What follows belongs to an exercise in optimizing a design on an open flow for small area, a short achievable clock period and few clock cycles per item; a production flow would make more cautious choices. In this exercise RTL edits were held to simulation tests only and were not proved equivalent to the original.

$ cat flow/design.v
`timescale 1ns / 1ps
`default_nettype none
package fsmap_pkg;
    localparam int S_TDATA_W = 72;
    localparam int M_TDATA_W = 32;
    localparam int OP_W      = 2;
    localparam int PADDR_W   = 5;
    localparam int PDATA_W   = 32;
    localparam logic [23:0] REGION0_RESET = 24'h001004;
    localparam logic [23:0] REGION1_RESET = 24'h004001;
    localparam logic [23:0] REGION2_RESET = 24'h008007;
    localparam logic [23:0] REGION3_RESET = 24'h000000;
    localparam logic [31:0] BASE_RESET    = 32'h0800_0000;
    localparam logic [7:0]  FIRST_RESET   = 8'd0;
    localparam logic [4:0]  SCALE_RESET   = 5'd1;
    localparam logic [1:0] OP_ADDR  = 2'd0;
    localparam logic [1:0] OP_SIZE  = 2'd1;
    localparam logic [1:0] OP_START = 2'd2;
    localparam logic [1:0] OP_END   = 2'd3;
endpackage
`default_nettype wire
`timescale 1ns / 1ps
`default_nettype none
import fsmap_pkg::*;
module fsmap_regs
(
    input  wire                clk,
    input  wire                rst_n,
    input  wire                psel,
    input  wire                penable,
    input  wire                pwrite,
    input  wire  [PADDR_W-1:0] paddr,
    input  wire  [PDATA_W-1:0] pwdata,
    output logic [PDATA_W-1:0] prdata,
    output logic               pready,
    output logic [23:0]        region0,
    output logic [23:0]        region1,
    output logic [23:0]        region2,
    output logic [23:0]        region3,
    output logic [31:0]        base,
    output logic [7:0]         first_index,
    output logic [4:0]         scale,
    output logic               region_wr
);
    logic        wr_en;
    logic [2:0]  ridx;
    logic [31:0] rd_mux;
    assign pready    = 1'b1;
    assign wr_en     = psel && penable && pwrite;
    assign ridx      = paddr[4:2];
    assign region_wr = wr_en && !ridx[2];
    always_comb
    begin
        case (ridx)
            3'd0:    rd_mux = {8'd0, region0};
            3'd1:    rd_mux = {8'd0, region1};
            3'd2:    rd_mux = {8'd0, region2};
            3'd3:    rd_mux = {8'd0, region3};
            3'd4:    rd_mux = base;
            3'd5:    rd_mux = {24'd0, first_index};
            3'd6:    rd_mux = {27'd0, scale};
            default: rd_mux = '0;
        endcase
    end
    always_ff @(posedge clk)
    begin
        prdata <= rd_mux;
    end
    always_ff @(posedge clk or negedge rst_n)
    begin
        if (!rst_n)
        begin
            region0     <= REGION0_RESET;
            region1     <= REGION1_RESET;
            region2     <= REGION2_RESET;
            region3     <= REGION3_RESET;
            base        <= BASE_RESET;
            first_index <= FIRST_RESET;
            scale       <= SCALE_RESET;
        end
        else if (wr_en)
        begin
            case (ridx)
                3'd0: region0     <= pwdata[23:0];
                3'd1: region1     <= pwdata[23:0];
                3'd2: region2     <= pwdata[23:0];
                3'd3: region3     <= pwdata[23:0];
                3'd4: base        <= pwdata;
                3'd5: first_index <= pwdata[7:0];
                3'd6: scale       <= pwdata[4:0];
                default: ;
            endcase
        end
    end
endmodule
`default_nettype wire
`timescale 1ns / 1ps
`default_nettype none
import fsmap_pkg::*;
module fsmap_ctrl
(
    input  wire          clk,
    input  wire          rst_n,
    input  wire  [23:0]  region0,
    input  wire  [23:0]  region1,
    input  wire  [23:0]  region2,
    input  wire  [23:0]  region3,
    input  wire          region_wr,
    input  wire          adv,
    input  wire          r2_v,
    input  wire          r2_v_n,
    input  wire          r2_end,
    input  wire          r2_end_n,
    input  wire  [7:0]   r2_j,
    input  wire  [15:0]  r2_size,
    input  wire          r4_v,
    input  wire          r4_v_n,
    input  wire          r4_div,
    input  wire          r4_div_n,
    input  wire  [23:0]  r4_off,
    input  wire  [15:0]  r4_size,
    input  wire  [26:0]  pos,
    output logic         fast,
    output logic [3:0]   shf0,
    output logic [3:0]   shf1,
    output logic [3:0]   shf2,
    output logic [3:0]   shf3,
    output logic [3:0]   szero,
    output logic [3:0]   last_live,
    output logic [9:0]   cum1,
    output logic [9:0]   cum2,
    output logic [9:0]   cum3,
    output logic [9:0]   cum4,
    output logic [23:0]  end0,
    output logic [24:0]  end1,
    output logic [25:0]  end2,
    output logic [25:0]  end3,
    output logic         pre_inject,
    output logic [7:0]   pre_cnt,
    output logic [1:0]   pre_reg,
    output logic         busy,
    output logic         busy_next,
    output logic         idle_next,
    output logic         stall,
    output logic         mul_wr,
    output logic [23:0]  mul_val,
    output logic [23:0]  acc
);
    logic [7:0]  cnt  [4];
    logic [15:0] size [4];
    logic [3:0]  live;
    logic [3:0]  pow2;
    logic [3:0]  shf_c [4];
    logic [9:0]  c2;
    assign size[0] = region0[23:8];
    assign size[1] = region1[23:8];
    assign size[2] = region2[23:8];
    assign size[3] = region3[23:8];
    assign live[0] = |region0[7:0];
    assign live[1] = live[0] && |region1[7:0];
    assign live[2] = live[1] && |region2[7:0];
    assign live[3] = live[2] && |region3[7:0];
    assign cnt[0] = live[0] ? region0[7:0] : 8'd0;
    assign cnt[1] = live[1] ? region1[7:0] : 8'd0;
    assign cnt[2] = live[2] ? region2[7:0] : 8'd0;
    assign cnt[3] = live[3] ? region3[7:0] : 8'd0;
    assign c2 = 10'(region0[7:0]) + 10'(region1[7:0]);
    function automatic logic onehot0_16(input logic [15:0] v);
        logic [7:0] a1, m1;
        logic [3:0] a2, m2;
        logic [1:0] a3, m3;
        for (int i = 0; i < 8; i++)
        begin
            a1[i] = v[2*i] | v[2*i+1];
            m1[i] = v[2*i] & v[2*i+1];
        end
        for (int i = 0; i < 4; i++)
        begin
            a2[i] = a1[2*i] | a1[2*i+1];
            m2[i] = m1[2*i] | m1[2*i+1] | (a1[2*i] & a1[2*i+1]);
        end
        for (int i = 0; i < 2; i++)
        begin
            a3[i] = a2[2*i] | a2[2*i+1];
            m3[i] = m2[2*i] | m2[2*i+1] | (a2[2*i] & a2[2*i+1]);
        end
        onehot0_16 = !(m3[0] | m3[1] | (a3[0] & a3[1]));
    endfunction
    function automatic logic [3:0] bitpos_16(input logic [15:0] v);
        logic [3:0] p;
        for (int k = 0; k < 4; k++)
        begin
            p[k] = 1'b0;
            for (int b = 0; b < 16; b++)
                if ((b >> k) & 1)
                    p[k] = p[k] | v[b];
        end
        bitpos_16 = p;
    endfunction
    always_comb
    begin
        for (int r = 0; r < 4; r++)
        begin
            shf_c[r] = bitpos_16(size[r]);
            pow2[r]  = onehot0_16(size[r]);
        end
    end
    always_ff @(posedge clk)
    begin
        fast      <= &(pow2 | ~live);
        shf0      <= shf_c[0];
        shf1      <= shf_c[1];
        shf2      <= shf_c[2];
        shf3      <= shf_c[3];
        szero     <= {size[3] == 16'd0, size[2] == 16'd0, size[1] == 16'd0, size[0] == 16'd0};
        last_live <= {live[3], live[2] && !live[3], live[1] && !live[2], live[0] && !live[1]};
        cum1      <= 10'(region0[7:0]);
        cum2      <= c2;
        cum3      <= c2 + 10'(region2[7:0]);
        cum4      <= c2 + (10'(region2[7:0]) + 10'(region3[7:0]));
    end
    typedef enum logic [2:0] {
        S_START = 3'd0,      
        S_PINJ  = 3'd1,      
        S_PMUL  = 3'd2,      
        S_PWR   = 3'd3,      
        S_IDLE  = 3'd4,
        S_QMUL  = 3'd5,      
        S_QDIV  = 3'd6,      
        S_QDONE = 3'd7       
    } st_t;
    st_t        st, st_n;
    logic [2:0] step, step_n;
    logic [1:0] r, r_n;
    logic       inj_q;
    logic [1:0] wr_r;
    logic       wr_end;
    logic        mul, div;
    logic        m_bit;
    logic [24:0] b_in;
    logic [25:0] sum;
    logic        d_ge;
    logic        div_start;
    assign busy       = (st == S_START) || (st == S_PINJ) || (st == S_PMUL) || (st == S_PWR);
    assign busy_next  = (st_n == S_START) || (st_n == S_PINJ) || (st_n == S_PMUL) || (st_n == S_PWR);
    assign idle_next  = (st_n == S_IDLE);
    assign pre_inject = (st == S_PINJ);
    assign pre_cnt    = cnt[r];
    assign pre_reg    = r;
    always_ff @(posedge clk or negedge rst_n)
    begin
        if (!rst_n)
            stall <= 1'b0;
        else
            stall <= !fast && ((r2_v_n && r2_end_n) || (r4_v_n && r4_div_n)) && (st_n != S_QDONE);
    end
    assign mul       = (st == S_PMUL) || (st == S_QMUL);
    assign div       = (st == S_QDIV);
    assign m_bit     = r2_j[3'd7 - step];
    assign b_in      = mul ? (m_bit ? 25'(r2_size) : 25'd0) : ~{1'b0, r4_size, 8'd0};
    assign sum       = {1'b0, acc, 1'b0} + {1'b0, b_in} + 26'(!mul);
    assign d_ge      = sum[25];
    assign div_start = (st == S_IDLE) && !fast && !(r2_v && r2_end) && r4_v && r4_div;
    assign mul_wr    = mul && (step == 3'd7);
    assign mul_val   = sum[23:0];
    always_ff @(posedge clk)
    begin
        if (mul)
            acc <= sum[23:0];
        else if (div)
            acc <= d_ge ? {sum[23:8], acc[6:0], 1'b1} : {acc[22:0], 1'b0};
        else if (div_start)
            acc <= r4_off;
        else if (st != S_QDONE)
            acc <= '0;
    end
    assign wr_end = fast ? inj_q : (st == S_PWR);
    always_ff @(posedge clk)
    begin
        inj_q <= pre_inject;
        wr_r  <= r;
        if (wr_end)
        begin
            case (fast ? wr_r : r)
                2'd0:    end0 <= pos[23:0];
                2'd1:    end1 <= pos[24:0];
                2'd2:    end2 <= pos[25:0];
                default: end3 <= pos[25:0];
            endcase
        end
    end
    always_comb
    begin
        st_n   = st;
        step_n = step;
        r_n    = r;
        if (region_wr)
        begin
            st_n   = S_START;
            step_n = '0;
            r_n    = '0;
        end
        else
        begin
            case (st)
                S_START:
                begin
                    r_n    = '0;
                    step_n = step + 1'b1;
                    if (step[0])
                    begin
                        step_n = '0;
                        st_n   = S_PINJ;
                    end
                end
                S_PINJ:
                begin
                    step_n = '0;
                    if (!fast)
                        st_n = S_PMUL;
                    else
                    begin
                        r_n = r + 1'b1;
                        if (r == 2'd3)
                            st_n = S_PWR;
                    end
                end
                S_PMUL, S_QMUL, S_QDIV:
                begin
                    step_n = step + 1'b1;
                    if (step == 3'd7)
                        st_n = (st == S_PMUL) ? S_PWR : S_QDONE;
                end
                S_PWR:
                begin
                    r_n = r + 1'b1;
                    if (fast || r == 2'd3)
                        st_n = S_IDLE;
                    else
                        st_n = S_PINJ;
                end
                S_IDLE:
                begin
                    step_n = '0;
                    if (!fast && r2_v && r2_end)
                        st_n = S_QMUL;
                    else if (div_start)
                        st_n = S_QDIV;
                end
                default:     
                begin
                    step_n = '0;
                    if (adv)
                        st_n = S_IDLE;
                end
            endcase
        end
    end
    always_ff @(posedge clk or negedge rst_n)
    begin
        if (!rst_n)
        begin
            st   <= S_START;
            step <= '0;
            r    <= '0;
        end
        else
        begin
            st   <= st_n;
            step <= step_n;
            r    <= r_n;
        end
    end
endmodule
`default_nettype wire
`timescale 1ns / 1ps
`default_nettype none
import fsmap_pkg::*;
module fsmap_dp
(
    input  wire          clk,
    input  wire          rst_n,
    input  wire  [23:0]  region0,
    input  wire  [23:0]  region1,
    input  wire  [23:0]  region2,
    input  wire  [23:0]  region3,
    input  wire  [31:0]  base,
    input  wire  [7:0]   first_index,
    input  wire  [4:0]   scale,
    input  wire          s_tvalid,
    output logic         s_tready,
    input  wire  [71:0]  s_tdata,
    input  wire  [1:0]   s_tuser,
    output logic         m_tvalid,
    input  wire          m_tready,
    output logic [31:0]  m_tdata,
    output logic         m_tuser,
    input  wire          fast,
    input  wire  [3:0]   shf0,
    input  wire  [3:0]   shf1,
    input  wire  [3:0]   shf2,
    input  wire  [3:0]   shf3,
    input  wire  [3:0]   szero,
    input  wire  [3:0]   last_live,
    input  wire  [9:0]   cum1,
    input  wire  [9:0]   cum2,
    input  wire  [9:0]   cum3,
    input  wire  [9:0]   cum4,
    input  wire  [23:0]  end0,
    input  wire  [24:0]  end1,
    input  wire  [25:0]  end2,
    input  wire  [25:0]  end3,
    input  wire          pre_inject,
    input  wire  [7:0]   pre_cnt,
    input  wire  [1:0]   pre_reg,
    input  wire          busy,
    input  wire          busy_next,
    input  wire          idle_next,
    input  wire          stall,
    input  wire          mul_wr,
    input  wire  [23:0]  mul_val,
    input  wire  [23:0]  acc,
    output logic         adv,
    output logic         r2_v,
    output logic         r2_v_n,
    output logic         r2_end,
    output logic         r2_end_n,
    output logic [7:0]   r2_j,
    output logic [15:0]  r2_size,
    output logic         r4_v,
    output logic         r4_v_n,
    output logic         r4_div,
    output logic         r4_div_n,
    output logic [23:0]  r4_off,
    output logic [15:0]  r4_size,
    output logic [26:0]  pos
);
    logic [15:0] size [4];
    logic [3:0]  shf  [4];
    assign size[0] = region0[23:8];
    assign size[1] = region1[23:8];
    assign size[2] = region2[23:8];
    assign size[3] = region3[23:8];
    assign shf[0]  = shf0;
    assign shf[1]  = shf1;
    assign shf[2]  = shf2;
    assign shf[3]  = shf3;
    function automatic logic [15:0] size_of(input logic [3:0] oh, input logic [15:0] s0,
                                            input logic [15:0] s1, input logic [15:0] s2,
                                            input logic [15:0] s3);
        size_of = ({16{oh[0]}} & s0) | ({16{oh[1]}} & s1) | ({16{oh[2]}} & s2) | ({16{oh[3]}} & s3);
    endfunction
    logic accept;
    logic r1_v, r3_v, r5_v, r6_v, r7_v;
    logic [31:0] addr;
    logic [7:0]  sec;
    logic [31:0] nbytes;
    logic        is_end0;
    logic [21:0] x0;
    logic        dec0;
    logic        eq0;
    assign addr    = s_tdata[31:0];
    assign sec     = s_tdata[39:32];
    assign nbytes  = s_tdata[71:40];
    assign is_end0 = (s_tuser == OP_END);
    assign x0   = is_end0 ? nbytes[31:10] : addr[31:10];
    assign dec0 = is_end0 ? (nbytes[9:0] == 10'd0) : (addr[9:0] < base[9:0]);
    assign eq0  = is_end0 ? (nbytes[9:0] == 10'd0) : (addr[9:0] == base[9:0]);
    logic [1:0]  r1_op;
    logic [21:0] r1_x;
    logic        r1_dec;
    logic        r1_eq;
    logic [7:0]  r1_sec;
    logic        r1_is_end;
    logic [22:0] kdiff;
    logic [10:0] t1, t2, t3, t4;
    logic [3:0]  sin;
    logic        sfound;
    logic [1:0]  s_reg;
    logic [7:0]  s_j;
    logic [7:0]  sh_in;
    logic [1:0]  sh_reg;
    logic [23:0] prod1;
    logic        ok1;
    assign r1_is_end = (r1_op == OP_END);
    assign kdiff = {1'b0, r1_x} + {1'b1, ~(r1_is_end ? 22'd0 : base[31:10])} + 23'(!r1_dec);
    assign t1 = {3'd0, r1_sec} - {1'b0, cum1};
    assign t2 = {3'd0, r1_sec} - {1'b0, cum2};
    assign t3 = {3'd0, r1_sec} - {1'b0, cum3};
    assign t4 = {3'd0, r1_sec} - {1'b0, cum4};
    assign sin    = {t4[10], t3[10], t2[10], t1[10]};
    assign sfound = |(sin & last_live);
    always_comb
    begin
        if (sin[0])      begin s_reg = 2'd0; s_j = r1_sec;  end
        else if (sin[1]) begin s_reg = 2'd1; s_j = t1[7:0]; end
        else if (sin[2]) begin s_reg = 2'd2; s_j = t2[7:0]; end
        else             begin s_reg = 2'd3; s_j = t3[7:0]; end
    end
    assign sh_in  = busy ? pre_cnt : s_j;
    assign sh_reg = busy ? pre_reg : s_reg;
    assign prod1  = !(r1_is_end || busy) ? 24'd0
                  : !fast ? 24'(sh_in)
                  : szero[sh_reg] ? 24'd0
                  : 24'({16'd0, sh_in} << shf[sh_reg]);
    always_comb
    begin
        case (r1_op)
            OP_ADDR:  ok1 = 1'b1;
            OP_SIZE:  ok1 = sfound;
            OP_START: ok1 = !kdiff[22] && r1_eq;
            default:  ok1 = sfound && !((r1_x == 22'd0) && r1_eq);
        endcase
    end
    logic [1:0]  r2_op;
    logic [21:0] r2_k;
    logic [23:0] r2_prod;
    logic [3:0]  r2_oh;
    logic        r2_ok;
    logic [25:0] e_before;
    assign r2_end  = (r2_op == OP_END);
    assign r2_j    = r2_prod[7:0];
    assign r2_size = size_of(r2_oh, size[0], size[1], size[2], size[3]);
    assign e_before = ({26{r2_oh[1] && r2_end}} & 26'(end0))
                    | ({26{r2_oh[2] && r2_end}} & 26'(end1))
                    | ({26{r2_oh[3] && r2_end}} & end2);
    assign pos = 27'(e_before) + 27'(r2_prod) + 27'(r2_k);
    logic [1:0]  r3_op;
    logic [26:0] r3_pos;
    logic [3:0]  r3_oh;
    logic        r3_ok;
    logic [27:0] dm0, dm1, dm2;
    logic        found;
    logic [3:0]  p_oh;
    logic [23:0] p_off;
    logic        ok3;
    assign dm0   = {1'b0, r3_pos} - 28'(end0);
    assign dm1   = {1'b0, r3_pos} - 28'(end1);
    assign dm2   = {1'b0, r3_pos} - 28'(end2);
    assign found = (r3_pos < 27'(end3));
    always_comb
    begin
        if (dm0[27])      begin p_oh = 4'b0001; p_off = r3_pos[23:0]; end
        else if (dm1[27]) begin p_oh = 4'b0010; p_off = dm0[23:0];    end
        else if (dm2[27]) begin p_oh = 4'b0100; p_off = dm1[23:0];    end
        else              begin p_oh = 4'b1000; p_off = dm2[23:0];    end
    end
    assign ok3 = (r3_op == OP_SIZE) ? r3_ok : (r3_ok && found);
    logic [1:0]  r4_op;
    logic [3:0]  r4_oh;
    logic        r4_ok;
    logic [3:0]  sh4;
    logic [7:0]  quo;
    logic        rem_zero;
    assign r4_div  = (r4_op != OP_SIZE);
    assign r4_size = size_of(r4_oh, size[0], size[1], size[2], size[3]);
    assign sh4     = ({4{r4_oh[0]}} & shf0) | ({4{r4_oh[1]}} & shf1)
                   | ({4{r4_oh[2]}} & shf2) | ({4{r4_oh[3]}} & shf3);
    assign quo      = fast ? 8'(r4_off >> sh4) : acc[7:0];
    assign rem_zero = fast ? ((r4_off & ~(24'hFF_FFFF << sh4)) == 24'd0)
                           : (acc[23:8] == 16'd0);
    logic [1:0]  r5_op;
    logic [7:0]  r5_quo;
    logic [3:0]  r5_oh;
    logic        r5_ok;
    logic        r5_rz;
    logic [9:0]  before5;
    logic [10:0] idx;
    assign before5 = ({10{r5_oh[1]}} & cum1) | ({10{r5_oh[2]}} & cum2) | ({10{r5_oh[3]}} & cum3);
    assign idx     = ((r5_op == OP_ADDR) ? 11'(first_index) : 11'd0) + 11'(before5) + 11'(r5_quo);
    logic [1:0]  r6_op;
    logic [10:0] r6_idx;
    logic [3:0]  r6_oh;
    logic        r6_ok;
    logic        r6_rz;
    logic [15:0] scaled;
    logic [15:0] ans;
    logic        vres;
    assign scaled = 16'(r6_idx) * 16'(scale);
    always_comb
    begin
        case (r6_op)
            OP_ADDR:  begin ans = r6_ok ? scaled : 16'd0;   vres = r6_ok; end
            OP_SIZE:  begin ans = r6_ok ? size_of(r6_oh, size[0], size[1], size[2], size[3]) : 16'd0;
                            vres = r6_ok; end
            OP_START: begin ans = 16'(r6_ok && r6_rz);      vres = 1'b1;  end
            default:  begin ans = r6_ok ? 16'(r6_idx) : 16'd0; vres = r6_ok; end
        endcase
    end
    logic [15:0] r7_ans;
    logic        r7_vr;
    logic        hv, kv;
    logic [15:0] h_ans, k_ans;
    logic        h_vr, k_vr;
    logic        pop, push;
    logic        hv_n, kv_n;
    assign pop  = hv && m_tready;
    assign push = adv && r7_v;
    always_comb
    begin
        hv_n = hv;
        kv_n = kv;
        if (pop)
        begin
            hv_n = kv || push;
            kv_n = kv && push;
        end
        else if (push)
        begin
            hv_n = 1'b1;
            kv_n = hv;
        end
    end
    always_ff @(posedge clk)
    begin
        if (pop ? (kv || push) : (push && !hv))
        begin
            h_ans <= (pop && kv) ? k_ans : r7_ans;
            h_vr  <= (pop && kv) ? k_vr  : r7_vr;
        end
        if (push && (pop ? kv : hv))
        begin
            k_ans <= r7_ans;
            k_vr  <= r7_vr;
        end
    end
    assign m_tvalid = hv;
    assign m_tdata  = {16'd0, h_ans};
    assign m_tuser  = h_vr;
    logic r1_v_n, r3_v_n, r5_v_n, r6_v_n, r7_v_n;
    logic s_tready_n;
    assign adv    = !kv && !stall;
    assign accept = s_tvalid && s_tready;
    assign r1_v_n = adv ? accept : r1_v;
    assign r2_v_n = adv ? r1_v   : r2_v;
    assign r3_v_n = adv ? r2_v   : r3_v;
    assign r4_v_n = adv ? r3_v   : r4_v;
    assign r5_v_n = adv ? r4_v   : r5_v;
    assign r6_v_n = adv ? r5_v   : r6_v;
    assign r7_v_n = adv ? r6_v   : r7_v;
    assign r2_end_n = pre_inject ? 1'b1 : ((adv && !busy) ? (r1_op == OP_END) : r2_end);
    assign r4_div_n = adv ? (r3_op != OP_SIZE) : r4_div;
    assign s_tready_n = !kv_n && !busy_next
                     && (fast || (idle_next && !r1_v_n && !r2_v_n && !r3_v_n && !r4_v_n
                                  && !r5_v_n && !r6_v_n && !r7_v_n));
    always_ff @(posedge clk or negedge rst_n)
    begin
        if (!rst_n)
        begin
            r1_v     <= 1'b0;
            r2_v     <= 1'b0;
            r3_v     <= 1'b0;
            r4_v     <= 1'b0;
            r5_v     <= 1'b0;
            r6_v     <= 1'b0;
            r7_v     <= 1'b0;
            hv       <= 1'b0;
            kv       <= 1'b0;
            s_tready <= 1'b0;
        end
        else
        begin
            r1_v     <= r1_v_n;
            r2_v     <= r2_v_n;
            r3_v     <= r3_v_n;
            r4_v     <= r4_v_n;
            r5_v     <= r5_v_n;
            r6_v     <= r6_v_n;
            r7_v     <= r7_v_n;
            hv       <= hv_n;
            kv       <= kv_n;
            s_tready <= s_tready_n;
        end
    end
    always_ff @(posedge clk)
    begin
        if (adv)
        begin
            r1_op  <= s_tuser;
            r1_x   <= x0;
            r1_dec <= dec0;
            r1_eq  <= eq0;
            r1_sec <= sec;
        end
        if (pre_inject || (adv && !busy))
        begin
            r2_op  <= pre_inject ? OP_END : r1_op;
            r2_k   <= pre_inject ? 22'd0 : kdiff[21:0];
            r2_oh  <= 4'd1 << (pre_inject ? pre_reg : s_reg);
            r2_ok  <= ok1;
        end
        if (mul_wr)
            r2_prod <= mul_val;
        else if (pre_inject || (adv && !busy))
            r2_prod <= prod1;
        if (adv)
        begin
            r3_op  <= r2_op;
            r3_pos <= pos;
            r3_oh  <= r2_oh;
            r3_ok  <= r2_ok;
            r4_op  <= r3_op;
            r4_off <= p_off;
            r4_oh  <= (r3_op == OP_SIZE) ? r3_oh : p_oh;
            r4_ok  <= ok3;
            r5_op  <= r4_op;
            r5_quo <= quo;
            r5_oh  <= r4_oh;
            r5_ok  <= r4_ok;
            r5_rz  <= rem_zero;
            r6_op  <= r5_op;
            r6_idx <= idx;
            r6_oh  <= r5_oh;
            r6_ok  <= r5_ok;
            r6_rz  <= r5_rz;
            r7_ans <= ans;
            r7_vr  <= vres;
        end
    end
endmodule
`default_nettype wire
`timescale 1ns / 1ps
`default_nettype none
import fsmap_pkg::*;
module flash_sector_mapper
(
    input  wire                  clk,
    input  wire                  rst_n,
    input  wire                  s_tvalid,
    output logic                 s_tready,
    input  wire  [S_TDATA_W-1:0] s_tdata,    
    input  wire  [OP_W-1:0]      s_tuser,    
    output logic                 m_tvalid,
    input  wire                  m_tready,
    output logic [M_TDATA_W-1:0] m_tdata,    
    output logic                 m_tuser,    
    input  wire                  psel,
    input  wire                  penable,
    input  wire                  pwrite,
    input  wire  [PADDR_W-1:0]   paddr,
    input  wire  [PDATA_W-1:0]   pwdata,
    output logic [PDATA_W-1:0]   prdata,
    output logic                 pready
);
    logic [23:0] region0, region1, region2, region3;
    logic [31:0] base;
    logic [7:0]  first_index;
    logic [4:0]  scale;
    logic        region_wr;
    logic        fast;
    logic [3:0]  shf0, shf1, shf2, shf3, szero, last_live;
    logic [9:0]  cum1, cum2, cum3, cum4;
    logic [23:0] end0;
    logic [24:0] end1;
    logic [25:0] end2, end3;
    logic        pre_inject;
    logic [7:0]  pre_cnt;
    logic [1:0]  pre_reg;
    logic        busy, busy_next, idle_next, stall, mul_wr;
    logic [23:0] mul_val;
    logic [23:0] acc;
    logic        adv, r2_v, r2_v_n, r2_end, r2_end_n, r4_v, r4_v_n, r4_div, r4_div_n;
    logic [7:0]  r2_j;
    logic [15:0] r2_size, r4_size;
    logic [23:0] r4_off;
    logic [26:0] pos;
    fsmap_regs u_regs (
        .clk         (clk),
        .rst_n       (rst_n),
        .psel        (psel),
        .penable     (penable),
        .pwrite      (pwrite),
        .paddr       (paddr),
        .pwdata      (pwdata),
        .prdata      (prdata),
        .pready      (pready),
        .region0     (region0),
        .region1     (region1),
        .region2     (region2),
        .region3     (region3),
        .base        (base),
        .first_index (first_index),
        .scale       (scale),
        .region_wr   (region_wr)
    );
    fsmap_ctrl u_ctrl (
        .clk        (clk),
        .rst_n      (rst_n),
        .region0    (region0),
        .region1    (region1),
        .region2    (region2),
        .region3    (region3),
        .region_wr  (region_wr),
        .adv        (adv),
        .r2_v       (r2_v),
        .r2_v_n     (r2_v_n),
        .r2_end     (r2_end),
        .r2_end_n   (r2_end_n),
        .r2_j       (r2_j),
        .r2_size    (r2_size),
        .r4_v       (r4_v),
        .r4_v_n     (r4_v_n),
        .r4_div     (r4_div),
        .r4_div_n   (r4_div_n),
        .r4_off     (r4_off),
        .r4_size    (r4_size),
        .pos        (pos),
        .fast       (fast),
        .shf0       (shf0),
        .shf1       (shf1),
        .shf2       (shf2),
        .shf3       (shf3),
        .szero      (szero),
        .last_live  (last_live),
        .cum1       (cum1),
        .cum2       (cum2),
        .cum3       (cum3),
        .cum4       (cum4),
        .end0       (end0),
        .end1       (end1),
        .end2       (end2),
        .end3       (end3),
        .pre_inject (pre_inject),
        .pre_cnt    (pre_cnt),
        .pre_reg    (pre_reg),
        .busy       (busy),
        .busy_next  (busy_next),
        .idle_next  (idle_next),
        .stall      (stall),
        .mul_wr     (mul_wr),
        .mul_val    (mul_val),
        .acc        (acc)
    );
    fsmap_dp u_dp (
        .clk         (clk),
        .rst_n       (rst_n),
        .region0     (region0),
        .region1     (region1),
        .region2     (region2),
        .region3     (region3),
        .base        (base),
        .first_index (first_index),
        .scale       (scale),
        .s_tvalid    (s_tvalid),
        .s_tready    (s_tready),
        .s_tdata     (s_tdata),
        .s_tuser     (s_tuser),
        .m_tvalid    (m_tvalid),
        .m_tready    (m_tready),
        .m_tdata     (m_tdata),
        .m_tuser     (m_tuser),
        .fast        (fast),
        .shf0        (shf0),
        .shf1        (shf1),
        .shf2        (shf2),
        .shf3        (shf3),
        .szero       (szero),
        .last_live   (last_live),
        .cum1        (cum1),
        .cum2        (cum2),
        .cum3        (cum3),
        .cum4        (cum4),
        .end0        (end0),
        .end1        (end1),
        .end2        (end2),
        .end3        (end3),
        .pre_inject  (pre_inject),
        .pre_cnt     (pre_cnt),
        .pre_reg     (pre_reg),
        .busy        (busy),
        .busy_next   (busy_next),
        .idle_next   (idle_next),
        .stall       (stall),
        .mul_wr      (mul_wr),
        .mul_val     (mul_val),
        .acc         (acc),
        .adv         (adv),
        .r2_v        (r2_v),
        .r2_v_n      (r2_v_n),
        .r2_end      (r2_end),
        .r2_end_n    (r2_end_n),
        .r2_j        (r2_j),
        .r2_size     (r2_size),
        .r4_v        (r4_v),
        .r4_v_n      (r4_v_n),
        .r4_div      (r4_div),
        .r4_div_n    (r4_div_n),
        .r4_off      (r4_off),
        .r4_size     (r4_size),
        .pos         (pos)
    );
endmodule
`default_nettype wire
$ cat flow/run.sh
#!/bin/bash
# synth_recipe.tcl (not shown) runs the flow's synth.tcl, then flattens the netlist and writes it again
# the make line also repeats each setting of config.mk as NAME=value (left out here)
make -C /OpenROAD-flow-scripts/flow DESIGN_CONFIG=/design/flow/config.mk WORK_HOME=/design/flow/orfs CLKGATE_MAP_FILE= SYNTH_SCRIPT=/design/flow/synth_recipe.tcl finish
$ cat flow/config.mk
export PLATFORM = sky130hd
export DESIGN_NAME = flash_sector_mapper
export DESIGN_NICKNAME = flash_sector_mapper
export VERILOG_FILES = /design/flow/design.v
export SDC_FILE = /design/flow/constraint.sdc
export NUM_CORES = 4
export LEC_CHECK = 0
export CAP_MARGIN = 20
export CORE_MARGIN = 2
export CORE_UTILIZATION = 40
export SETUP_SLACK_MARGIN = 5
export SLEW_MARGIN = 20
$ cat flow/constraint.sdc
create_clock -name core_clock -period 11.0 [get_ports {clk}]
set_input_delay 2.2000 -clock core_clock [delete_from_list [all_inputs] [get_ports {clk}]]
set_output_delay 2.2000 -clock core_clock [all_outputs]
set_load 0.01 [all_outputs]
==> results.yml, run 1 <==
outcome:
  status: "no timing/DRC/antenna violations"
worst_hold_path:
  whs_endpoint: "u_dp.r5_ok$_DFFE_PP_"
  hold_depth: 0
  hold_class: "reg2reg"
  hp-start: "u_dp.r4_ok$_DFFE_PP_"
timing:
  setup_tns_ps: 0
  period_share_pct: 49.6
  max_slew_margin_pct: 19.6
  setup_violations: 0
  skew_ps: 19.8
  period_needed_ps: 5460
  worst_slew_pin_slew_ps: 1210
  timing_hold_violations_final: 0
  slew_violations: 0
  max_freq_mhz: 183
  rsz0062_at_grt: "no"
finish:
  area_growth_pct: 12.6
  fin_cells: 5528
  final_cell_mix: "inv_1, edfxtp_1, ha_1"
  final_common_cell: "inv_1"
  layout.nets: 4575
  finalInstanceArea_um2: 46000
  post-route-util_pct: 45.3
  layout-drive-gt1-share_pct: 10.4
yosys:
  synthFlopType: "edfxtp_1"
  synth_edf_count: 363
  synth_compound_area_share_pct: 18.2
  synth_simple_gate_area_share_pct: 11.3
  synthDistinctLibCells: 103
  yosysWarnings: 8
  ys_seq_area_share_pct: 41.2
  async_reset_ff_share_pct: 25.8
  synth.mux.area_fraction_pct: 7.82
  avgSynthCellArea_um2: 10.2
  synth_top_family_by_area: "compound AO/OA/AOI/OAI gates"
  syn-cell-area_um2: 40900
  syn_inst: 4021
  synth_seq_cells: 620
  synth_xor_area_share_pct: 3.41
  synth_adder_area_share_pct: 12.2
clock_network:
  cts.path.max_buffers: 3
  clockRootBuffer: "clkbuf_16"
  cts_made_buffers: 69
  postCtsSetupBuffers: 0
  cts.sinks: 620
  clkLatencyLatePin_ps: 620
  cts_max_level: 3
  cts_tree: "yes"
  path_clk_slew_ps: 60
detailed_routing:
  viasPerCell: 5.85
  drc_errors: 0
  first_pass_iters: 8
  first_iter_violations: 3495
  num_vias: 32400
  drtAntennaViolNets: 0
  wl_per_cell_um: 24.0
  wirelength_mm: 133
setup_path:
  crit_type: "reg2reg"
  critical_path.endpoint_type: "register"
  required_ps: 11370
  crit_arrival_ps: 5820
  worstRegToRegCells: 19
  path_max_fanout: 25
  r2r_slack_ps: 5540
  r2r-start: "u_dp.r2_oh[2]$_SDFFCE_PN0P_"
  timing.rr.end: "u_dp.r3_pos[23]$_DFFE_PP_"
  worstSetupStartpointType: "register"
die:
  die_area_um2: 105000
  pin_count: 186
  die_w_um: 324
  start_util_pct: 40.2
  die_h_um: 324
  rows: 117
  core-area_um2: 102000
placed_design:
  globalplace.congestion: 0.962
  dpl.hpwl_mm: 99.8
  io_buffer_count: 166
  dp_cells: 5398
  place_area_um2: 43800
global_route:
  gr-total-overflow: 0
  grt_pass1_wl_mm: 197
  grt_use_total_pct: 25.0
  grt_max_degree: 97
  antenna_found_initial: 5
  grt_pass1_vias: 31200
job:
  cap_violations: 0
-- metrics by stage --
step                worst slack [ps]  hold WS, ps
global route                    5200          430
detailed placement              5310          405
global placement                5420          407
CTS                             5280          418
floorplan                       6570          397
finish                          5540          413
-- critical path, stage by stage (launching register included) --
cell	delay [ps]
edfxtp_1	710
and3_1	330
buf_4	230
a222oi_1	440
fa_1	490
inv_1	70
ha_1	180
inv_1	70
fa_1	470
nor2b_1	120
o21ai_0	130
a21boi_0	320
o21a_1	180
o41ai_1	90
buf_4	180
a31oi_1	250
nand2b_1	130
a31oi_1	320
o21a_1	210
xnor2_1	240
-- registers in the layout, indices dropped and copies added (netlist names), 10 cells and up --
| name | count |
|---|---|
| u_ctrl.end3 | 26 |
| u_dp.r7_ans | 16 |
| u_dp.r2_k | 22 |
| u_ctrl.acc | 24 |
| u_dp.k_ans | 16 |
| u_dp.r6_idx | 11 |
| u_dp.r3_pos | 27 |
| u_ctrl.end1 | 25 |
| u_dp.h_ans | 16 |
| u_dp.r1_x | 22 |
| u_regs.region3 | 24 |
| u_regs.base | 32 |
| u_dp.r4_off | 24 |
| u_regs.region1 | 24 |
| u_regs.region0 | 24 |
| u_ctrl.cum3 | 10 |
| u_ctrl.cum4 | 10 |
| u_regs.prdata | 32 |
| u_regs.region2 | 24 |
| u_ctrl.end2 | 26 |
| u_dp.r2_prod | 24 |
| u_ctrl.end0 | 24 |
-- layer usage --
layer | GRT usage, % | vias to the layer above | wire length (um) | part of all wire (%)
li1 | - | 14900 | - | -
met1 | 33.9 | 15800 | 57000 | 43
met2 | 39.9 | 1321 | 60000 | 45
met3 | 3.35 | 296 | 9270 | 7.0
met4 | 11.2 | 4 | 6270 | 4.7
met5 | 0 | - | 23 | 0.017
-- logic make-up (layout without fill, tap and decap cells) --
kind of cell | Yosys count | in the layout
compound gates | 1066 | 1066
simple gates | 950 | 950
flops | 620 | 620
buf+inv | 607 | 727
fa+ha+maj | 356 | 356
mux | 261 | 261
xor+xnor | 159 | 159
other cells | 2 | 21
-- area by class of cell --
type / instances / area [um2]
Timing Repair inverter: 1 / 5.00
Multi-Input combinational cell: 2809 / 21700
Inverter: 393 / 1480
Sequential cell: 620 / 16900
Timing Repair Buffer: 208 / 1980
Tap cell: 1368 / 1710
Fill cell: 9620 / 55600
Antenna cell: 4 / 10.0
Clock inverter: 32 / 330
Clock buffer: 93 / 1930
-- timing repair --
item / in CTS / in global routing
hold buffers: 0 / 0
endpoints found under the setup margin: 0 / 16
resized for setup: 0 / 3
-- synthesized netlist by cell type (all sizes together) (11+ instances only) --
cell type / count / area share, %
a211oi: 36 / 0.69
a21boi: 11 / 0.20
a21o: 59 / 1.1
a21oi: 197 / 2.4
a221oi: 27 / 0.58
a222oi: 37 / 0.91
a22o: 45 / 0.96
a22oi: 114 / 2.1
a31oi: 47 / 0.77
and2: 57 / 0.87
and3: 42 / 0.64
buf: 49 / 0.74
clkbuf: 165 / 1.5
dfrtp: 150 / 9.2
dfxtp: 97 / 4.8
edfxtp: 363 / 27
fa: 71 / 3.5
ha: 284 / 8.7
inv: 391 / 3.6
mux2: 191 / 5.3
mux2i: 47 / 1.3
mux4: 23 / 1.3
nand2: 274 / 2.5
nand2b: 40 / 0.61
nand3: 77 / 0.94
nand4: 14 / 0.21
nor2: 225 / 2.1
nor2b: 50 / 0.77
nor3: 55 / 0.70
nor4: 55 / 0.84
o211ai: 40 / 0.73
o21a: 46 / 0.84
o21ai: 198 / 2.4
o21bai: 31 / 0.57
o221ai: 13 / 0.32
o22a: 13 / 0.30
o22ai: 33 / 0.55
o31ai: 24 / 0.44
or3: 19 / 0.29
xnor2: 99 / 2.1
xor2: 60 / 1.3
-- worst max path at each step --
| stage | startpoint | to | slack, ps | cells past startpoint |
|---|---|---|---|---|
| 2_1_floorplan | u_dp.kv$_DFF_PN0_ | u_dp.s_tready$_DFF_PN0_ | 6570 | 7 |
| 3_3_place_gp | u_ctrl.st[1]$_DFF_PN0_ | u_ctrl.acc[9]$_DFFE_PP_ | 5420 | 15 |
| 3_5_place_dp | u_ctrl.st[1]$_DFF_PN0_ | u_ctrl.acc[10]$_DFFE_PP_ | 5310 | 15 |
| 6_report | u_dp.r2_oh[2]$_SDFFCE_PN0P_ | u_dp.r3_pos[23]$_DFFE_PP_ | 5540 | 19 |
| 4_1_cts | u_ctrl.st[1]$_DFF_PN0_ | u_ctrl.acc[21]$_DFFE_PP_ | 5280 | 15 |
| 5_1_grt | u_dp.r2_oh[3]$_SDFFCE_PN0P_ | u_dp.r3_pos[24]$_DFFE_PP_ | 5200 | 16 |
Testbench counts, summed over its fixed seeds: cycles 5,056, queries 4,800.
==> run 2, diff against run 1 <==
--- a/flow/config.mk
+++ b/flow/config.mk
@@ -8,5 +8,4 @@
 export CAP_MARGIN = 20
 export CORE_MARGIN = 2
 export CORE_UTILIZATION = 40
-export SETUP_SLACK_MARGIN = 5
 export SLEW_MARGIN = 20
==> results.yml, run 2 <==
clock_network:
  path_clk_slew_ps: 70
  cts.sinks: 620
  postCtsHoldBufs: 0
  clkLatencyLatePin_ps: 620
  cts.path.max_buffers: 3
  cts_made_buffers: 66
  clockRootBuffer: "clkbuf_16"
  cts_tree: "yes"
  cts_max_level: 3
  cts_resized: 0
  postCtsSetupBuffers: 0
timing:
  max_slew_margin_pct: 27.9
  setup_tns_ps: 0
  hold_ws_ps: 424
  worst_slew_pin_slew_ps: 1080
  rsz0062_at_grt: "no"
  slew_violations: 0
  period_needed_ps: 5800
  fin_ws_ps: 5200
  max_freq_mhz: 172
  period_share_pct: 52.7
  skew_ps: 25.2
  timing_hold_violations_final: 0
  setup_violations: 0
yosys:
  synthFlopType: "edfxtp_1"
  ys_top_cells_by_count: "inv_1, edfxtp_1, ha_1, nand2_1, nor2_1"
  synth_top_area_share_pct: 26.7
  async_reset_ff_share_pct: 25.8
  synth_area_leader_cell: "edfxtp_1"
  synthDistinctLibCells: 103
  syn-cell-area_um2: 40900
  yosysWarnings: 8
  avgSynthCellArea_um2: 10.2
  ys_seq_area_share_pct: 41.2
  synth.most_common_cell: "inv_1"
  syn_inst: 4021
  synth_seq_cells: 620
  synth_edf_count: 363
  ys_top_cells_by_area: "edfxtp_1, dfrtp_1, ha_1"
worst_hold_path:
  hold_class: "reg2reg"
  hp-start: "u_dp.r4_ok$_DFFE_PP_"
  whs_endpoint: "u_dp.r5_ok$_DFFE_PP_"
  hold_depth: 0
job:
  cap_violations: 0
setup_path:
  required_ps: 11360
  r2r_slack_ps: 5200
  timing.rr.end: "u_ctrl.end3[23]$_DFFE_PP_"
  path_max_fanout: 25
  worstSetupStartpointType: "register"
  worstRegToRegCells: 18
  crit_type: "reg2reg"
  critical_path.endpoint_type: "register"
  r2r-start: "u_dp.r2_oh[2]$_SDFFCE_PN0P_"
  crit_arrival_ps: 6160
finish:
  layout-drive-gt1-share_pct: 10.3
  fin_cells: 5515
  post-route-util_pct: 45.3
  final_cell_mix: "inv_1, edfxtp_1, ha_1"
  finalInstanceArea_um2: 46000
  largestRegisters: "u_regs.base: 32 flops, u_regs.prdata: 32 flops, u_dp.r3_pos: 27 flops"
  layout.nets: 4566
  area_growth_pct: 12.5
  final_common_cell: "inv_1"
global_route:
  gr-total-overflow: 0
  grt_use_total_pct: 24.8
  grt_max_degree: 128
  grt_pass1_vias: 30900
  antenna_found_initial: 6
  grt_pass1_wl_mm: 196
die:
  pin_count: 186
  die_area_um2: 105000
  die_w_um: 324
  core-area_um2: 102000
  rows: 117
  die_h_um: 324
  start_util_pct: 40.2
detailed_routing:
  wirelength_mm: 131
  drc_errors: 0
  first_iter_violations: 3505
  drtAntennaViolNets: 0
  first_pass_iters: 7
  num_vias: 32100
  wl_per_cell_um: 23.8
  viasPerCell: 5.81
placed_design:
  place_area_um2: 43700
  dpl.hpwl_mm: 99.5
  dp_slack_ps: 5200
  io_buffer_count: 166
  globalplace.congestion: 0.959
  dp_cells: 5393
outcome:
  status: "no timing/DRC/antenna violations"
==> run 2: worst max path at each step <==
stage          slack (ps)                   endpoint                   startpoint
4_1_cts              5150  u_dp.r3_pos[23]$_DFFE_PP_  u_dp.r2_oh[2]$_SDFFCE_PN0P_
6_report             5200  u_ctrl.end3[23]$_DFFE_PP_  u_dp.r2_oh[2]$_SDFFCE_PN0P_
3_3_place_gp         5290  u_ctrl.end3[23]$_DFFE_PP_  u_dp.r2_oh[3]$_SDFFCE_PN0P_
3_5_place_dp         5200  u_ctrl.end3[23]$_DFFE_PP_  u_dp.r2_oh[2]$_SDFFCE_PN0P_
5_1_grt              4740   u_ctrl.acc[23]$_DFFE_PP_       u_ctrl.st[1]$_DFF_PN0_
2_1_floorplan        4000     u_ctrl.stall$_DFF_PN0_            u_dp.kv$_DFF_PN0_
==> run 2: layout make-up <==
type / count / area (um2)
well taps: 1368 / 1710
clock inverters: 37 / 389
clock buffers: 83 / 1860
multi-input cells: 2809 / 21700
fillers: 9701 / 55600
repair buffers: 203 / 1950
flip-flops and latches: 620 / 16900
diodes: 2 / 5.00
inverters: 393 / 1480
==> run 2: kinds of logic (layout without fill, tap and decap cells) <==
family | count (synthesis) | count (layout) | synth area share (%)
AO/OA/AOI/OAI | 1066 | 1066 | 18.2
XOR/XNOR | 159 | 159 | 3.41
adder cells (fa/ha/maj) | 356 | 356 | 12.2
buffers and inverters | 607 | 716 | 5.86
flip-flops | 620 | 620 | 41.2
multiplexers | 261 | 261 | 7.82
other | 2 | 19 | 0.0184
AND/OR/NAND/NOR | 950 | 950 | 11.3
==> run 2: metal layers <==
metal,wire [um],GRT usage [%],vias up
met5,45,0,-
met4,6380,10.9,6
li1,-,-,14900
met1,56200,33.5,15600
met2,60100,39.9,1279
met3,8700,3.25,306
==> run 2: critical path, cell delays in order (launching register included) <==
cell and delay, ps:
edfxtp_1 890, and3_1 250, buf_4 370, a222oi_1 220
fa_1 520, inv_1 40, ha_1 200, inv_1 100
fa_1 230, nor2b_1 60, o21ai_0 230, a21boi_0 200
o21a_1 220, o41ai_1 780, a31oi_1 260, nand2b_1 160
a31oi_1 160, o21a_1 250, xnor2_1 400
==> run 3, diff against run 2 <==
==> flow/flow/run.sh (new file) <==
#!/bin/bash
set -euo pipefail
export SETUP_SLACK_MARGIN=6
bash standard.sh > run.log 2>&1
==> flow/standard.sh (new file) <==
#!/bin/bash
# synth_recipe.tcl (not shown) runs the flow's synth.tcl, then flattens the netlist and writes it again
# the make line also repeats each setting of config.mk as NAME=value (left out here)
make -C /OpenROAD-flow-scripts/flow DESIGN_CONFIG=/design/flow/config.mk WORK_HOME=/design/flow/orfs CLKGATE_MAP_FILE= SYNTH_SCRIPT=/design/flow/synth_recipe.tcl "${@:-finish}"
removed: flow/run.sh
==> results.yml, run 3 <==
clock_network:
  cts_tree: "yes"
  cts.path.max_buffers: 3
  cts_made_buffers: 69
  cts_max_level: 3
  clkLatencyLatePin_ps: 620
  cts.sinks: 620
  postCtsHoldBufs: 0
  clockRootBuffer: "clkbuf_16"
  path_clk_slew_ps: 60
setup_path:
  worstRegToRegCells: 16
  max_stage_delay_ps: 840
  critical_path.endpoint_type: "register"
  path_max_fanout: 27
  crit_type: "in2reg"
  crit_arrival_ps: 5340
  path_cells: "clkdlybuf4s50_1, buf_4, inv_1, nand2b_1, nor2_4, mux2_2"
  r2r_slack_ps: 6190
  r2r-start: "u_regs.scale[4]$_DFFE_PN0P_"
  required_ps: 11490
  startpoint: "paddr[4]"
  timing.rr.end: "u_dp.r7_ans[14]$_SDFFCE_PP0P_"
  setup.worst_path.end: "u_regs.region1[19]$_DFFE_PN0P_"
  worstSetupStartpointType: "input port"
  crit_slowest_cell: "nor2_4"
timing:
  rsz0062_at_grt: "yes"
  max_slew_margin_pct: 19.3
  setup_tns_ps: 0
  skew_ps: 20.6
  slew_violations: 0
  setup_violations: 0
  max_freq_mhz: 206
  period_needed_ps: 4850
  period_share_pct: 44.1
  worst_slew_pin_slew_ps: 1210
  timing_hold_violations_final: 0
die:
  core-area_um2: 102000
  pin_count: 186
  die_w_um: 324
  die_area_um2: 105000
  rows: 117
  start_util_pct: 40.2
  die_h_um: 324
finish:
  layout.nets: 4597
  final_cell_mix: "inv_1, edfxtp_1, ha_1"
  area_growth_pct: 13.3
  largestRegisters: "u_regs.base: 32 flops, u_regs.prdata: 32 flops, u_dp.r3_pos: 27 flops"
  layout-drive-gt1-share_pct: 11.2
  fin_cells: 5551
  final_common_cell: "inv_1"
placed_design:
  dpl.hpwl_mm: 99.8
  dp_cells: 5398
  io_buffer_count: 166
  globalplace.congestion: 0.962
detailed_routing:
  first_pass_iters: 7
  first_iter_violations: 3766
  top_layer_used: "met5"
  wirelength_mm: 133
  met2WireLength_mm: 59.9
  drc_errors: 0
  wl_met1_mm: 57.0
  drtAntennaViolNets: 0
  wl_per_cell_um: 23.9
  viasPerCell: 5.84
  wl_met3_mm: 9.48
  num_vias: 32400
yosys:
  synthDistinctLibCells: 103
  ys_top_cells_by_count: "inv_1, edfxtp_1, ha_1, nand2_1, nor2_1"
  avgSynthCellArea_um2: 10.2
  ys_top_cells_by_area: "edfxtp_1, dfrtp_1, ha_1"
  syn-cell-area_um2: 40900
  yosysWarnings: 8
  synth_seq_cells: 620
  synth.most_common_cell: "inv_1"
  synth_top_area_share_pct: 26.7
  async_reset_ff_share_pct: 25.8
  ys_seq_area_share_pct: 41.2
  synth_edf_count: 363
  syn_inst: 4021
  synth_area_leader_cell: "edfxtp_1"
  synthFlopType: "edfxtp_1"
global_route:
  antenna_found_initial: 5
  grt_use_total_pct: 25.1
  grt_max_degree: 97
  grt_pass1_vias: 31200
  gr-total-overflow: 0
  grt_pass1_wl_mm: 198
outcome:
  status: "no timing/DRC/antenna violations"
job:
  cap_violations: 0
worst_hold_path:
  hp-start: "u_dp.r4_ok$_DFFE_PP_"
  hold_class: "reg2reg"
==> run 3: cell count changes in the layout (fill, tap and decap cells not counted), moves of 5 or more <==
cell / change
buf_4: +25
clkbuf_8: +8
clkbuf_1: +5
dfrtp_1: -5
dfrtp_2: +5
==> run 3: per-stage QoR <==
stage	cell area [um2]	util [%]	setup WS [ps]	hold slack [ps]
after floorplan	40900	-	6570	397
after global placement	43700	43.1	5420	407
after detailed placement	43800	43.1	5310	405
after CTS	46200	45.4	6010	418
after global routing	46300	45.6	5850	430
final	46300	45.6	6150	414
==> run 3: how the worst min path moves through the flow <==
| stage | endpoint | slack (ps) | depth (start not counted) |
|---|---|---|---|
| after floorplan | u_ctrl.wr_r[0]$_DFF_P_ | 400 | 0 |
| after global placement | u_dp.r5_ok$_DFFE_PP_ | 410 | 0 |
| after detailed placement | u_dp.r6_ok$_DFFE_PP_ | 400 | 0 |
| after CTS | u_dp.r5_ok$_DFFE_PP_ | 420 | 0 |
| after global routing | u_dp.r5_ok$_DFFE_PP_ | 430 | 0 |
| final | u_dp.r5_ok$_DFFE_PP_ | 410 | 0 |
==> run 3: cell families after synthesis <==
family                   count (synthesis)  synth area share (%)
other                                    2                0.0184
buffers and inverters                  607                  5.86
XOR/XNOR                               159                  3.41
flip-flops                             620                  41.2
AO/OA/AOI/OAI                         1066                  18.2
multiplexers                           261                  7.82
AND/OR/NAND/NOR                        950                  11.3
adder cells (fa/ha/maj)                356                  12.2
==> run 3: per-layer routing <==
metal  GRT usage (%)  vias up
li1                -    15000
met1            33.9    15800
met2            39.8     1370
met3            3.45      282
met4            11.5        4
met5               0        -
==> run 3: critical path: cells and delay by family <==
family / cells / cell delay, ps
buf+inv: 3 / 1400
simple gates: 2 / 1290
mux: 1 / 420
==> run 3: area by class of cell <==
type,count,area [um2]
fill,9609,55300
multi-input combinational,2809,21800
sequential,620,16900
timing repair buffer,230,2160
clock buffer,93,1930
tap,1368,1710
inverter,393,1480
clock inverter,32,330
antenna,5,12.5
timing repair inverter,1,7.51
==> run 3: timing repair <==
action                                  in CTS  in global routing
endpoints found under the setup margin      82                 68
hold endpoints to repair                     0                  0
gates resized for setup                     12                 15
buffers inserted                             9                 13
pin swaps                                    2                  6
cloned                                       1                  0
==> run 4, diff against run 3 <==
==> flow/flow/run.sh (replaced) <==
#!/bin/bash
set -euo pipefail
export SETUP_SLACK_MARGIN=7
bash standard.sh > run.log 2>&1
==> results.yml, run 4 <==
outcome:
  status: "no timing/DRC/antenna violations"
yosys:
  synth_simple_gate_area_share_pct: 11.3
  synth_seq_cells: 620
  synth_top_area_share_pct: 26.7
  syn_inst: 4021
  synth.mux.area_fraction_pct: 7.82
  ys_top_cells_by_count: "inv_1, edfxtp_1, ha_1, nand2_1, nor2_1"
  synth_xor_area_share_pct: 3.41
  synth_compound_area_share_pct: 18.2
  synth_top_family_by_area: "compound AO/OA/AOI/OAI gates"
  syn-cell-area_um2: 40900
  synth_area_leader_cell: "edfxtp_1"
  synth_adder_area_share_pct: 12.2
  ys_seq_area_share_pct: 41.2
  synthFlopType: "edfxtp_1"
  async_reset_ff_share_pct: 25.8
  synth.most_common_cell: "inv_1"
  ys_top_cells_by_area: "edfxtp_1, dfrtp_1, ha_1"
  synthDistinctLibCells: 103
  synth_edf_count: 363
  yosysWarnings: 8
  avgSynthCellArea_um2: 10.2
worst_hold_path:
  hold_class: "reg2reg"
setup_path:
  path_max_fanout: 4
  crit_type: "reg2reg"
  required_ps: 11340
  critical_path.endpoint_type: "register"
  crit_arrival_ps: 4830
  worstSetupStartpointType: "register"
detailed_routing:
  first_pass_iters: 6
  drtAntennaViolNets: 0
  first_iter_violations: 3664
  drc_errors: 0
  wl_per_cell_um: 23.9
  viasPerCell: 5.86
  num_vias: 33400
  wirelength_mm: 136
placed_design:
  globalplace.congestion: 0.991
  dpl.hpwl_mm: 99.3
  dp_cells: 5398
  io_buffer_count: 166
  dp_slack_ps: 5570
finish:
  layout-drive-gt1-share_pct: 20.3
  area_growth_pct: 21.4
  fin_cells: 5704
  fillers: 9316
  final_cell_mix: "inv_1, edfxtp_1, nand2_1"
  final_common_cell: "inv_1"
  layout.nets: 4752
  largestRegisters: "u_regs.base: 32 flops, u_regs.prdata: 32 flops, u_dp.r3_pos: 27 flops"
clock_network:
  clkLatencyLatePin_ps: 630
  clockRootBuffer: "clkbuf_16"
  cts.path.max_buffers: 3
  path_clk_slew_ps: 60
  cts_made_buffers: 70
  cts_tree: "yes"
  cts.sinks: 620
  cts_max_level: 3
die:
  die_area_um2: 105000
  pin_count: 186
  start_util_pct: 40.2
  die_h_um: 324
  rows: 117
  core-area_um2: 102000
  die_w_um: 324
timing:
  timing_hold_violations_final: 0
  setup_tns_ps: 0
  fin_ws_ps: 6510
  slew_violations: 0
  max_slew_margin_pct: 24.9
  period_share_pct: 40.8
  worst_slew_pin_slew_ps: 1130
  max_freq_mhz: 223
  period_needed_ps: 4490
  hold_ws_ps: 394
  rsz0062_at_grt: "yes"
  setup_violations: 0
  skew_ps: 32.9
global_route:
  grt_max_degree: 106
  grt_use_total_pct: 25.4
  grt_pass1_wl_mm: 201
  antenna_found_initial: 5
  grt_pass1_vias: 31900
  gr-total-overflow: 0
job:
  cap_violations: 0
[run 4: changes by cell type in the layout (fill, tap and decap cells not counted), moves of 13 or more]
cell     before  now
a22oi_1     113   99
ha_1        284  253
a22oi_2       1   15
o21ai_2       1   29
a21oi_2       2   23
buf_12        1   18
a21oi_1     195  167
o21ai_0     174  136
buf_4        61  175
buf_6         3   17
ha_4          0   20
inv_1       390  376
inv_2         0   13
[run 4: worst max-delay path, cell delays in order, from the launching register on]
cell and delay [ps]:
edfxtp_1 490, and3_4 240, buf_12 130, a222oi_1 480, fa_1 520, inv_2 80, ha_4 140, inv_2 40
fa_2 370, nor2b_4 130, o21ai_2 80, a21boi_2 180, o21a_1 230, o41ai_4 140, a31oi_2 250, nand2b_1 150
a31oi_4 200, o21a_1 210, o211ai_1 140
[run 4: cell type report]
cell class | count | area, um2 | share of cell area [%]
Antenna cell | 2 | 5.00 | 0.0101
Sequential cell | 620 | 16900 | 34.0
Tap cell | 1368 | 1710 | 3.45
Clock inverter | 43 | 394 | 0.794
Clock buffer | 84 | 1960 | 3.95
Timing Repair Buffer | 383 | 3700 | 7.46
Multi-Input combinational cell | 2810 | 23500 | 47.3
Timing Repair inverter | 1 | 5.00 | 0.0101
Inverter | 393 | 1480 | 2.99
[run 4: cell families after synthesis]
family,count (synthesis)
AND/OR/NAND/NOR,950
AO/OA/AOI/OAI,1066
adder cells (fa/ha/maj),356
XOR/XNOR,159
other,2
buffers and inverters,607
flip-flops,620
multiplexers,261
[run 4: worst paths after layout]
path | start | slack, ps | cells after the start | end
max | u_dp.r2_op[0]$_SDFFCE_PP1P_ | 6510 | 18 | u_ctrl.end3[25]$_DFFE_PP_
min | u_dp.r4_ok$_DFFE_PP_ | 390 | 0 | u_dp.r5_ok$_DFFE_PP_
max reg2reg | u_dp.r2_op[0]$_SDFFCE_PP1P_ | 6510 | 18 | u_ctrl.end3[25]$_DFFE_PP_
min reg2reg | u_dp.r4_ok$_DFFE_PP_ | 390 | 0 | u_dp.r5_ok$_DFFE_PP_
max in group asynchronous | rst_n | 8340 | 2 | u_regs.base[28]$_DFFE_PN0P_
min in group asynchronous | rst_n | 1510 | 1 | u_regs.base[8]$_DFFE_PN0P_
[run 4: what timing repair did]
action / 4_1_cts / 5_1_grt
setup buffers: 111 / 58
hold buffers: 0 / 0
cloned: 5 / 2
setup endpoints to repair: 296 / 250
pin swaps: 94 / 114
gates resized for setup: 207 / 195
[run 4: layer usage]
metal  vias up  GRT usage, %  wire length, um
li1      15300             -                -
met1     16400          33.4            56400
met2      1410          41.2            63600
met3       311          4.36             9910
met4         2          11.1             6440
met5         -             0               16
[run 4: through the flow]
stage	instance area, um2	util, %
6_report	49600	48.8
5_1_grt	49600	48.8
4_1_cts	48100	47.4
3_5_place_dp	43900	43.2
3_3_place_gp	43900	43.2
2_1_floorplan	41200	-
==> run 5, diff against run 4 <==
==> flow/flow/run.sh (replaced) <==
#!/bin/bash
set -euo pipefail
export SETUP_SLACK_MARGIN=6.5
bash standard.sh > run.log 2>&1
==> results.yml, run 5 <==
detailed_routing:
  wl_per_cell_um: 24.0
  viasPerCell: 5.85
  drc_errors: 0
  num_vias: 32800
  first_iter_violations: 3492
  wirelength_mm: 135
  first_pass_iters: 10
  drtAntennaViolNets: 0
global_route:
  gr-total-overflow: 0
  grt_max_degree: 97
  grt_pass1_vias: 31400
  grt_pass1_wl_mm: 199
  antenna_found_initial: 6
  grt_use_total_pct: 25.2
timing:
  period_share_pct: 40.1
  rsz0062_at_grt: "yes"
  hold_ws_ps: 416
  max_slew_margin_pct: 19.5
  fin_ws_ps: 6590
  setup_tns_ps: 0
  period_needed_ps: 4410
  skew_ps: 18.4
  timing_hold_violations_final: 0
  setup_violations: 0
  slew_violations: 0
  worst_slew_pin_slew_ps: 1210
  max_freq_mhz: 227
yosys:
  yosysWarnings: 8
  synth_area_leader_cell: "edfxtp_1"
  syn-cell-area_um2: 40900
  synth_edf_count: 363
  avgSynthCellArea_um2: 10.2
  synth.most_common_cell: "inv_1"
  synthFlopType: "edfxtp_1"
  ys_seq_area_share_pct: 41.2
  synth_seq_cells: 620
  synthDistinctLibCells: 103
  syn_inst: 4021
  ys_top_cells_by_area: "edfxtp_1, dfrtp_1, ha_1"
  synth_top_area_share_pct: 26.7
  ys_top_cells_by_count: "inv_1, edfxtp_1, ha_1, nand2_1, nor2_1"
  async_reset_ff_share_pct: 25.8
finish:
  final_cell_mix: "inv_1, edfxtp_1, ha_1"
  layout.nets: 4662
  finalInstanceArea_um2: 47200
  layout-drive-gt1-share_pct: 13.8
  post-route-util_pct: 46.4
  fillers: 9541
  final_common_cell: "inv_1"
  area_growth_pct: 15.4
  largestRegisters: "u_regs.base: 32 flops, u_regs.prdata: 32 flops, u_dp.r3_pos: 27 flops"
setup_path:
  crit_type: "reg2reg"
  max_stage_delay_ps: 540
  worstSetupStartpointType: "register"
  required_ps: 11350
  path_max_fanout: 5
  crit_arrival_ps: 4760
  crit_slowest_cell: "fa_1"
  path_cells: "buf_4, and2_1, fa_1, fa_1, inv_1, fa_1, inv_1, ha_1, a21boi_1, o21ai_0, a21oi_1, o21ai_1, a21oi_1, a21oi_1, a2111oi_1, a2111oi_2"
  critical_path.top_delay_family: "adder cells"
  critical_path.endpoint_type: "register"
  crit_buf_inv: 3
placed_design:
  io_buffer_count: 166
  globalplace.congestion: 0.962
  place_area_um2: 43800
  dpl.hpwl_mm: 99.8
  dp_slack_ps: 5310
die:
  start_util_pct: 40.2
  pin_count: 186
  die_h_um: 324
  core-area_um2: 102000
  die_w_um: 324
  die_area_um2: 105000
  rows: 117
clock_network:
  path_clk_slew_ps: 60
  clkLatencyLatePin_ps: 630
  cts_tree: "yes"
  cts.path.max_buffers: 3
  clockRootBuffer: "clkbuf_16"
  cts.sinks: 620
  cts_made_buffers: 69
  cts_max_level: 3
  postCtsHoldBufs: 0
job:
  cap_violations: 0
worst_hold_path:
  hold_class: "reg2reg"
outcome:
  status: "no timing/DRC/antenna violations"
run 5: cell counts after synthesis:
No cell type changed its count.
run 5: metrics by stage:
| step | std cells |
|---|---|
| 3_3_place_gp | 5397 |
| 2_1_floorplan | 4036 |
| 3_5_place_dp | 5398 |
| 6_report | 5616 |
| 5_1_grt | 5611 |
| 4_1_cts | 5569 |
run 5: layout make-up:
type                    instances  area, um2  area share [%]
repair buffers                293       2730            5.79
inverters                     393       1480            3.14
repair inverters                2       12.5          0.0265
flip-flops and latches        620      16900            35.8
clock inverters                32        330           0.700
well taps                    1368       1710            3.63
clock buffers                  93       1930            4.09
multi-input cells            2810      22100            46.9
diodes                          5       12.5          0.0265
run 5: repair_timing:
action | in CTS | in global routing
cloned | 2 | 3
pin swaps | 19 | 37
resized for setup | 56 | 55
buffers inserted | 44 | 39
endpoints found under the setup margin | 171 | 104
run 5: layer usage:
layer	track usage [%]	vias to the layer above	part of all wire, %
met5	0	-	0.016
met4	11.3	4	4.7
met3	3.53	293	7.5
met2	40.1	1474	45
met1	34.2	15900	42
li1	-	15100	-
run 5: path summary, 6_finish.rpt:
path                                                  start                       endpoint  slack [ps]  depth (start not counted)
worst min-delay path                   u_dp.r4_ok$_DFFE_PP_           u_dp.r5_ok$_DFFE_PP_         420                          0
min in group asynchronous                             rst_n     u_regs.base[9]$_DFFE_PN0P_        1700                          1
worst max register to register  u_regs.scale[3]$_DFFE_PN0P_  u_dp.r7_ans[14]$_SDFFCE_PP0P_        6590                         16
worst max-delay path            u_regs.scale[3]$_DFFE_PN0P_  u_dp.r7_ans[14]$_SDFFCE_PP0P_        6590                         16
worst min register to register         u_dp.r4_ok$_DFFE_PP_           u_dp.r5_ok$_DFFE_PP_         420                          0
max in group asynchronous                             rst_n  u_regs.region2[8]$_DFFE_PN0P_        7860                          2
run 5: cell families after synthesis:
group	share of synthesized area, %
adder cells (fa/ha/maj)	12.2
multiplexers	7.82
XOR/XNOR	3.41
other	0.0184
buffers and inverters	5.86
AND/OR/NAND/NOR	11.3
AO/OA/AOI/OAI	18.2
flip-flops	41.2

==> separate check: timing with driven ports <==
Ports are ideal in the flow. The routed layouts listed here were re-timed in OpenROAD.
Step 1 assumes that a clkbuf_16 drives the clock port and a buf_2 every other input.
Step 2 adds t to the input delays and takes it off the output delays; t is the mean of the earliest and latest rising clock arrival at the registers after step 1. Input paths then give back, and output paths get back, about the clock's delay inside the block.
a / b / c = no drivers / after step 1 / after step 2; a / b = the first two.
| run | t (ns) | slack for setup (ns) | worst setup path after step 2 | worst slew at a driven data input, ns | pins driven straight from the clock port |
|---|---|---|---|---|---|
| run 1 | 0.690 | 5.544 / 5.544 / 5.536 | input to register | 0.08 | 1 |
| run 2 | 0.683 | 5.200 / 5.200 / 5.200 | register to register | 0.09 | 1 |
| run 3 | 0.684 | 6.149 / 6.189 / 5.518 | input to register | 0.08 | 1 |
| run 4 | 0.687 | 6.511 / 6.511 / 6.462 | input to register | 0.08 | 1 |
| run 5 | 0.694 | 6.590 / 6.590 / 5.966 | input to register | 0.08 | 1 |
After both steps every run listed still meets setup and hold. For run 3, which loses most, drivers alone change the setup slack by +0.040 ns; drivers and shift together by -0.631 ns.
